Context: an optimization exercise on an open-source flow, tuned for small area. The choices shown serve that exercise and are no tape-out recipe.
Function was checked by simulation only, so behaviour that the tests miss may differ from the original.
The clock port is modelled as an ideal driver; clocking choices that lean on that would not hold on a real chip.
Power and IR drop assume default switching activity.

File: design/flow/flow/run.sh
#!/bin/bash
# Own layout flow: the standard synthesis and ORFS layout, with these changes:
#  - ports are buffered with buf_1 instead of ORFS's default choice,
#  - after detailed placement, cells with spare slack are downsized
#    (repair_timing -recover_power) and placement is legalised again,
#  - clock tree synthesis uses clkbuf_8 in clusters of up to 26 sinks and
#    inserts no dummy loads; leaf buffers whose flip-flops see a slow clock
#    edge are then upsized to clkbuf_16.
# Each step's full output goes to a log file of its own in this folder
# (ORFS also keeps its per-stage logs under orfs/logs).
set -euo pipefail
W=$(pwd)
F=$W/flow
bash standard.sh synth > synth.log 2>&1
bash standard.sh \
  "BUFFER_PORTS_ARGS=-buffer_cell sky130_fd_sc_hd__buf_1" \
  "POST_DETAIL_PLACE_TCL=$F/downsize.tcl" \
  "CTS_ARGS=-sink_clustering_enable -repair_clock_nets -buf_list sky130_fd_sc_hd__clkbuf_8 -sink_clustering_size 26 -sink_clustering_max_diameter 80 -dont_use_dummy_load" \
  "POST_CTS_TCL=$F/post_cts.tcl" \
  finish > layout.log 2>&1
File: design/flow/flow/clock_slew.tcl
# Upsize clock-tree leaf buffers that drive a flip-flop clock pin whose slew is
# above a threshold, to clkbuf_16, until no pin is above it or no buffer is left.
proc clk_pin_slews {} {
  set res {}
  foreach inst [[ord::get_db_block] getInsts] {
    if {[[$inst getMaster] isSequential]} {
      set it [$inst findITerm CLK]
      if {$it eq "NULL"} continue
      set p [get_pins [$inst getName]/CLK]
      lappend res [list $inst [get_property $p slew_max] [$it getNet]]
    }
  }
  return $res
}
proc fix_clock_slew {thr} {
  for {set pass 0} {$pass < 4} {incr pass} {
    set drivers {}
    foreach r [clk_pin_slews] {
      lassign $r inst s net
      if {$s > $thr} {
        foreach t [$net getITerms] {
          if {[$t isOutputSignal]} { dict set drivers [[$t getInst] getName] [[[$t getInst] getMaster] getName] }
        }
      }
    }
    if {[dict size $drivers] == 0} break
    set n 0
    dict for {name m} $drivers {
      if {$m eq "sky130_fd_sc_hd__clkbuf_8"} { replace_cell $name sky130_fd_sc_hd__clkbuf_16; incr n }
    }
    puts "fix_clock_slew pass $pass: upsized $n of [dict size $drivers] drivers"
    if {$n == 0} break
    estimate_parasitics -placement
  }
  set worst 0
  foreach r [clk_pin_slews] { set s [lindex $r 1]; if {$s > $worst} {set worst $s} }
  puts "fix_clock_slew: worst flip-flop clock slew [format %.4f $worst] ns"
}
File: design/flow/flow/downsize.tcl
# Downsize cells with spare slack, then legalise the placement again.
estimate_parasitics -placement
report_design_area
repair_timing -recover_power 100
detailed_placement
check_placement -verbose
report_design_area
File: design/flow/flow/post_cts.tcl
# After clock tree synthesis: upsize the leaf clock buffers whose flip-flops
# see a clock slew above 105 ps, then legalise the placement again.
source [file join [file dirname [info script]] clock_slew.tcl]
estimate_parasitics -placement
fix_clock_slew 0.105
detailed_placement
check_placement -verbose
estimate_parasitics -placement
File: design/flow/standard.sh
#!/bin/bash
# synth_recipe.tcl (not shown) runs the flow's synth.tcl, then flattens the netlist and writes it again
# the make line also repeats each setting of config.mk as NAME=value (left out here)
make -C /OpenROAD-flow-scripts/flow DESIGN_CONFIG=/design/flow/config.mk WORK_HOME=/design/flow/orfs CLKGATE_MAP_FILE= SYNTH_SCRIPT=/design/flow/synth_recipe.tcl "${@:-finish}"
File: design/flow/config.mk
export PLATFORM = sky130hd
export DESIGN_NAME = dualport_1rw1w_be
export DESIGN_NICKNAME = dualport_1rw1w_be
export VERILOG_FILES = /design/flow/design.v
export SDC_FILE = /design/flow/constraint.sdc
export NUM_CORES = 8
export LEC_CHECK = 0
export CAP_MARGIN = 10
export CORE_MARGIN = 2
export CORE_UTILIZATION = 65
export SLEW_MARGIN = 10
export SYNTH_HIERARCHICAL = 1
File: design/flow/constraint.sdc
create_clock -name core_clock -period 5.0 [get_ports {clk}]
set_input_delay 1.0000 -clock core_clock [delete_from_list [all_inputs] [get_ports {clk}]]
set_output_delay 1.0000 -clock core_clock [all_outputs]
set_load 0.01 [all_outputs]
File: design/flow/design.v
package dualport_pkg;
  localparam logic INIT = 1'b0;
  localparam logic RUN  = 1'b1;
endpackage
module dp_bit_next (
  input  logic q,
  input  logic hold,
  input  logic b,
  input  logic sel_b,
  input  logic a_n,
  input  logic sel_a_n,
  output logic d
);
  assign d = (q & hold) | (b & sel_b) | ~(a_n | sel_a_n);
endmodule
module dp_aoi222 (
  input  logic a0, s0,
  input  logic a1, s1,
  input  logic a2, s2,
  output logic y_n
);
  assign y_n = ~((a0 & s0) | (a1 & s1) | (a2 & s2));
endmodule
module dp_nand2 (
  input  logic a,
  input  logic b,
  output logic y_n
);
  assign y_n = ~(a & b);
endmodule
module dp_sel_a (
  input  logic dec_a,
  input  logic lane_a,
  output logic sel_a_n
);
  assign sel_a_n = ~(dec_a & lane_a);
endmodule
module dp_sel_b (
  input  logic dec_b_n,
  input  logic lane_b_n,
  output logic sel_b
);
  assign sel_b = ~(dec_b_n | lane_b_n);
endmodule
module dp_hold (
  input  logic dec_a,
  input  logic lane_a,
  input  logic sel_b,
  output logic hold
);
  assign hold = ~((dec_a & lane_a) | sel_b);
endmodule
module dp_clr_seq
#(
  parameter int AW = 6
) (
  input  logic clk,
  input  logic rst_n,
  output logic init_busy
);
  logic          st_q;
  logic [AW-1:0] cnt_q;
  always_ff @(posedge clk or negedge rst_n) begin
    if (!rst_n) begin
      st_q  <= dualport_pkg::INIT;
      cnt_q <= '0;
    end else if (st_q == dualport_pkg::INIT) begin
      cnt_q <= cnt_q + AW'(1);
      if (cnt_q == {AW{1'b1}}) st_q <= dualport_pkg::RUN;
    end
  end
  assign init_busy = (st_q == dualport_pkg::INIT);
endmodule
module dualport_1rw1w_be
#(
  parameter int DW      = 32,
  parameter int AW      = 6,
  parameter int BYTE_W  = 8,
  localparam int NB     = DW / BYTE_W,
  localparam int DEPTH  = 1 << AW
) (
  input  logic          clk,
  input  logic          rst_n,
  input  logic          ena,
  input  logic [NB-1:0] wea,
  input  logic [AW-1:0] addra,
  input  logic [DW-1:0] dia,
  output logic [DW-1:0] doa,
  output logic          doa_vld,
  input  logic          enb,
  input  logic [NB-1:0] beb,
  input  logic [AW-1:0] addrb,
  input  logic [DW-1:0] dib,
  output logic          init_busy,
  output logic          collision
);
  localparam int NRD = (DEPTH + 2) / 3;
  dp_clr_seq #(.AW(AW)) u_clr (
    .clk       (clk),
    .rst_n     (rst_n),
    .init_busy (init_busy)
  );
  logic          run;
  logic          rd;
  logic          same;
  logic [NB-1:0] lane_b;
  logic [NB-1:0] lane_a;
  logic [NB-1:0] lane_b_n;
  logic [DW-1:0] data_a_n;
  assign run      = ~init_busy;
  assign rd       = run & ena;
  assign same     = (addra == addrb);
  assign lane_b   = {NB{run & enb}} & beb;
  assign lane_b_n = ~lane_b;
  assign lane_a   = ({NB{rd}} & wea & ~({NB{same}} & lane_b)) | {NB{init_busy}};
  assign data_a_n = ~dia | {DW{init_busy}};
  logic [DEPTH-1:0] dec_a;
  logic [DEPTH-1:0] dec_b_n;
  always_comb begin
    for (int w = 0; w < DEPTH; w++) begin
      dec_a[w]   = (addra == AW'(w)) | init_busy;
      dec_b_n[w] = (addrb != AW'(w));
    end
  end
  logic [DW-1:0] mem [DEPTH];
  for (genvar w = 0; w < DEPTH; w++) begin : g_word
    for (genvar k = 0; k < NB; k++) begin : g_lane
      logic sel_a_n, sel_b, hold;
      logic [BYTE_W-1:0] nxt;
      dp_sel_a u_sel_a (
        .dec_a   (dec_a[w]),
        .lane_a  (lane_a[k]),
        .sel_a_n (sel_a_n)
      );
      dp_sel_b u_sel_b (
        .dec_b_n  (dec_b_n[w]),
        .lane_b_n (lane_b_n[k]),
        .sel_b    (sel_b)
      );
      dp_hold u_hold (
        .dec_a   (dec_a[w]),
        .lane_a  (lane_a[k]),
        .sel_b   (sel_b),
        .hold    (hold)
      );
      for (genvar i = 0; i < BYTE_W; i++) begin : g_bit
        dp_bit_next u_nxt (
          .q       (mem[w][k*BYTE_W+i]),
          .hold    (hold),
          .b       (dib[k*BYTE_W+i]),
          .sel_b   (sel_b),
          .a_n     (data_a_n[k*BYTE_W+i]),
          .sel_a_n (sel_a_n),
          .d       (nxt[i])
        );
      end
      always_ff @(posedge clk) begin
        mem[w][k*BYTE_W +: BYTE_W] <= nxt;
      end
    end
  end
  logic [DW-1:0] rdata;
  for (genvar i = 0; i < DW; i++) begin : g_rbit
    logic [NRD-1:0] part_n;
    for (genvar j = 0; j < NRD; j++) begin : g_leaf
      if (3 * j + 2 < DEPTH) begin : g_three
        dp_aoi222 u_leaf (
          .a0  (mem[3*j][i]),   .s0 (dec_a[3*j]),
          .a1  (mem[3*j+1][i]), .s1 (dec_a[3*j+1]),
          .a2  (mem[3*j+2][i]), .s2 (dec_a[3*j+2]),
          .y_n (part_n[j])
        );
      end else begin : g_one
        dp_nand2 u_leaf (
          .a   (mem[3*j][i]),
          .b   (dec_a[3*j]),
          .y_n (part_n[j])
        );
      end
    end
    assign rdata[i] = ~&part_n;
  end
  logic          rd_q;
  logic          col_q;
  logic [DW-1:0] doa_q;
  always_ff @(posedge clk or negedge rst_n) begin
    if (!rst_n) begin
      rd_q  <= 1'b0;
      col_q <= 1'b0;
    end else begin
      rd_q  <= rd;
      col_q <= rd & enb & same & (|(wea & beb));
    end
  end
  always_ff @(posedge clk) begin
    doa_q <= rdata;
  end
  assign doa       = doa_q;
  assign doa_vld   = rd_q;
  assign collision = col_q;
endmodule
==> reports/metrics.csv <==
stage;metric;value;unit
pwr;switching_share;22.9;%
drt;drtIter0Drc;20200;
cells_and_area;fin_cells;10300;
timing;fin_crit;4.43;ns
drt;vias;85700;
drt;drt-pass1-iter-count;17;
die;pin_count;123;
timing;fin_crit_sh;88.7;%
yosys;synth_area;84400;um^2
place;numPlacedInstances;10200;
global_route;antenna_found_initial;41;
drt;drt_wl_total;360000;um
pwr;ir_drop;0.240;mV
timing;max-slew-margin-rel;5.31;%
global_route;grt_use_total;50.8;%
drt;vias_per_cell;8.31;
timing;max_freq;225;MHz
global_route;grt_pass1_vias;76700;
setup_path;path_max_fanout;61;
setup_path;startpoint_type;flop;
timing;tns;0;ns
pwr;leakagePower;40.8;nW
die;fp.dieH;364;um
cells_and_area;drive_gt1_share;5.77;%
drt;drt.antenna.violating_nets;0;
yosys;synthArstFlopShare;0.431;%
yosys;netlist_top_cells_area;dfxtp_1 (49%), a221o_1 (24%), nor2_1 (10%);
yosys;synth_enable_flop_cells;0;
place;portBuffers;122;
drt;wl_per_cell;34.9;um
yosys;synth_flop_cell;dfxtp_1;
yosys;synth_most_common_cell;nor2_1;
pwr;pwr-share-seq;64.6;%
timing;rsz0062_at_grt;false;
pwr;p_switching;5.88;mW
die;die-area;133000;um^2
pwr;pwr_density_cell;284;nW/um^2
yosys;yosysWarnings;10;
die;initial_core_util;65.3;%
clock_tree;clkLatencyLatePin;0.96;ns
yosys;synth_common_cells;nor2_1 (2319), dfxtp_1 (2080), a221o_1 (2048), a222oi_1 (672), nand2_1 (363);
timing;worst_slew_pin_slew;1.42;ns
pwr;clkPwrFrac;32.9;%
clock_tree;clock_sinks;2089;
cells_and_area;seqCellArea;41900;um^2
place;dp_hpwl;218000;um
yosys;yosys.area.top_type;dfxtp_1;
die;coreArea;129000;um^2
status;status;no timing/DRC/antenna violations;
die;fp.dieW;364;um
cells_and_area;fill_cells;10000;
global_route;grt_first_pass_wirelength;508000;um
setup_path;path_class;flop to flop;
yosys;synth_seq_cells;2089;
cells_and_area;area_growth;7.32;%
setup_path;cp_data_required_time;5.80;ns
yosys;seq_area_frac_synth;49.6;%
hold_path;hold_path_class;input pin to asynchronous set/reset pin;
timing;hold_viol_final;0;
cells_and_area;multi_input_area;42100;um^2
setup_path;critPathArrivalTime;5.23;ns
cells_and_area;nets;8616;
yosys;synthCells;8171;
yosys;avgSynthCellArea;10.3;um^2
global_route;grt-ovfl-total;0;
timing;slew_violations;0;
clock_tree;cts_tree;yes;
drt;remaining_drc_errors;0;
yosys;synth_top_area_share;49.4;%
yosys;syn_nets;8260;
global_route;grt_max_degree;129;
cells_and_area;fin_util;70.1;%
yosys;synth.distinct_cells;44;
place;gp_congestion;1.02;
setup_path;end_kind;flop;
die;fp-row-count;132;
run;drv_cap;0;
timing;setup_violations;0;
timing;skew;0.0776;ns
pwr;combPwrFrac;2.5;%
pwr;p_int;19.9;mW
clock_tree;clkTransAtPathRegs;0.10;ns
==> layout by cell type (no fill, tap or decap), types with 3 or more instances in the layout <==
cell type | netlist | final
a21oi_1 | 4 | 175
buf_12 | 0 | 16
clkbuf_1 | 7 | 20
buf_1 | 2 | 79
nand2b_1 | 34 | 3
clkbuf_2 | 3 | 12
nor4_1 | 32 | 32
o21bai_2 | 0 | 4
xnor2_1 | 8 | 8
nor3_1 | 6 | 6
xor2_1 | 3 | 3
a222oi_1 | 672 | 672
a21o_2 | 0 | 42
nand2_2 | 0 | 4
a21oi_2 | 256 | 85
buf_16 | 0 | 3
nand2b_4 | 8 | 36
o21bai_4 | 0 | 15
dfxtp_1 | 2080 | 2080
nand2_1 | 363 | 359
buf_2 | 11 | 25
clkbuf_4 | 0 | 11
clkbuf_8 | 0 | 10
clkbuf_16 | 0 | 85
and4_1 | 33 | 33
nor2b_1 | 6 | 6
nand4_1 | 162 | 162
buf_4 | 5 | 125
a221o_1 | 2048 | 2048
nor3_2 | 6 | 6
dfrtp_1 | 9 | 9
nand2b_2 | 0 | 3
nor2_1 | 2319 | 2319
diode_2 | 0 | 46
==> modules after synthesis (local to each module, per instance), a selection <==
module | copies in the design | area [um^2]
dualport_1rw1w_be | 1 | 44900
dp_sel_b | 256 | 3.75
dp_hold | 256 | 8.76
dp_sel_a | 256 | 3.75
dp_aoi222 | 672 | 10.0
dp_bit_next | 2048 | 13.8
dp_nand2 | 32 | 3.75
==> cells by family after synthesis <==
logic type / synth area share (%)
adder cells (fa/ha/maj): 0.0148
XOR/XNOR: 0.114
multiplexers: 0.0133
flip-flops: 49.6
AO/OA/AOI/OAI: 35.6
buffers and inverters: 0.225
AND/OR/NAND/NOR: 14.4
==> stage by stage <==
step / setup WS (ns) / hold WS (ns) / instance area (um^2) / power (mW)
after detailed placement: 0.132 / 0.459 / 89000 / 17.6
after global routing: 0.487 / 0.206 / 90400 / 26.1
after floorplan: -1.59 / 0.441 / 84400 / 17.1
final: 0.565 / 0.185 / 90500 / 25.7
after global placement: 0.175 / 0.459 / 89000 / 17.6
==> power by group through the flow <==
| stage | clock network [mW] | registers, mW | logic [mW] |
|---|---|---|---|
| global route | 8.90 | 16.6 | 0.603 |
| finish | 8.48 | 16.6 | 0.641 |
| floorplan | 0 | 17.0 | 0.0641 |
| global placement | 0 | 17.0 | 0.570 |
| detailed placement | 0 | 17.0 | 0.573 |
==> worst max-delay path, stage by stage, from the launching register on <==
cell,delay (ns)
dfrtp_1,0.44
inv_4,0.45
buf_4,0.49
a21oi_1,0.11
a41oi_2,0.84
clkbuf_1,0.88
a21oi_1,0.50
a221o_1,0.44
==> flip-flops by register name, summed over array words and instances (netlist names) <==
register,flops
mem,2048
doa_q,32
u_clr.cnt_q,6
col_q,1
rd_q,1
u_clr.st_q,1
==> cell type report <==
type	count	area share [%]
Tap cell	1742	2.41
Sequential cell	2089	46.2
Inverter	1	0.00691
Clock buffer	95	2.50
Timing Repair Buffer	291	2.19
Antenna cell	46	0.127
Multi-Input combinational cell	6049	46.5
==> worst paths after layout <==
path	from	slack, ns	depth (start not counted)	to
min in group core_clock	u_clr.cnt_q[5]	0.48	1	u_clr.cnt_q[5]
setup / recovery	u_clr.st_q	0.57	7	mem[46][9]
hold reg to reg	u_clr.cnt_q[5]	0.48	1	u_clr.cnt_q[5]
max in group asynchronous	rst_n	4.20	1	u_clr.cnt_q[5]
hold / removal	rst_n	0.19	1	u_clr.cnt_q[1]
setup reg to reg	u_clr.st_q	0.57	7	mem[46][9]
==> per-layer routing <==
layer	vias up	wire length, um	track usage, %
li1	35200	-	-
met1	40700	126000	64.5
met2	8130	138000	67.5
met3	1663	64900	22.7
met4	46	30400	36.9
met5	-	541	1.60

## re-timing with driven ports
In the flow no input, the clock included, has a driving cell. The finished layout below was timed again as built, in two steps.
Step 1 (the two cells are an assumption about what drives the block):
set clk [get_ports {clk}]
set_driving_cell -lib_cell sky130_fd_sc_hd__clkbuf_16 $clk
set_driving_cell -lib_cell sky130_fd_sc_hd__buf_2 [delete_from_list [all_inputs] $clk]
Step 2 times the ports against the registers' clock, not the clock port: input delays grow and output delays shrink by t, the midpoint of the rising clock arrivals with the driver on.
Three values: no drivers, after step 1, after step 2; two values: the first two.
t, ns: 0.999
setup WS [ns]: 0.565 / 0.565 / -0.169
worst setup path after step 2: input to register
slew at the worst register clock pin (ns): 0.11 / 0.11
Met with ideal ports but missed after step 2: setup timing in this run. The setup slack of this run moves by 0.000 ns with the drivers and by -0.734 ns with both steps.
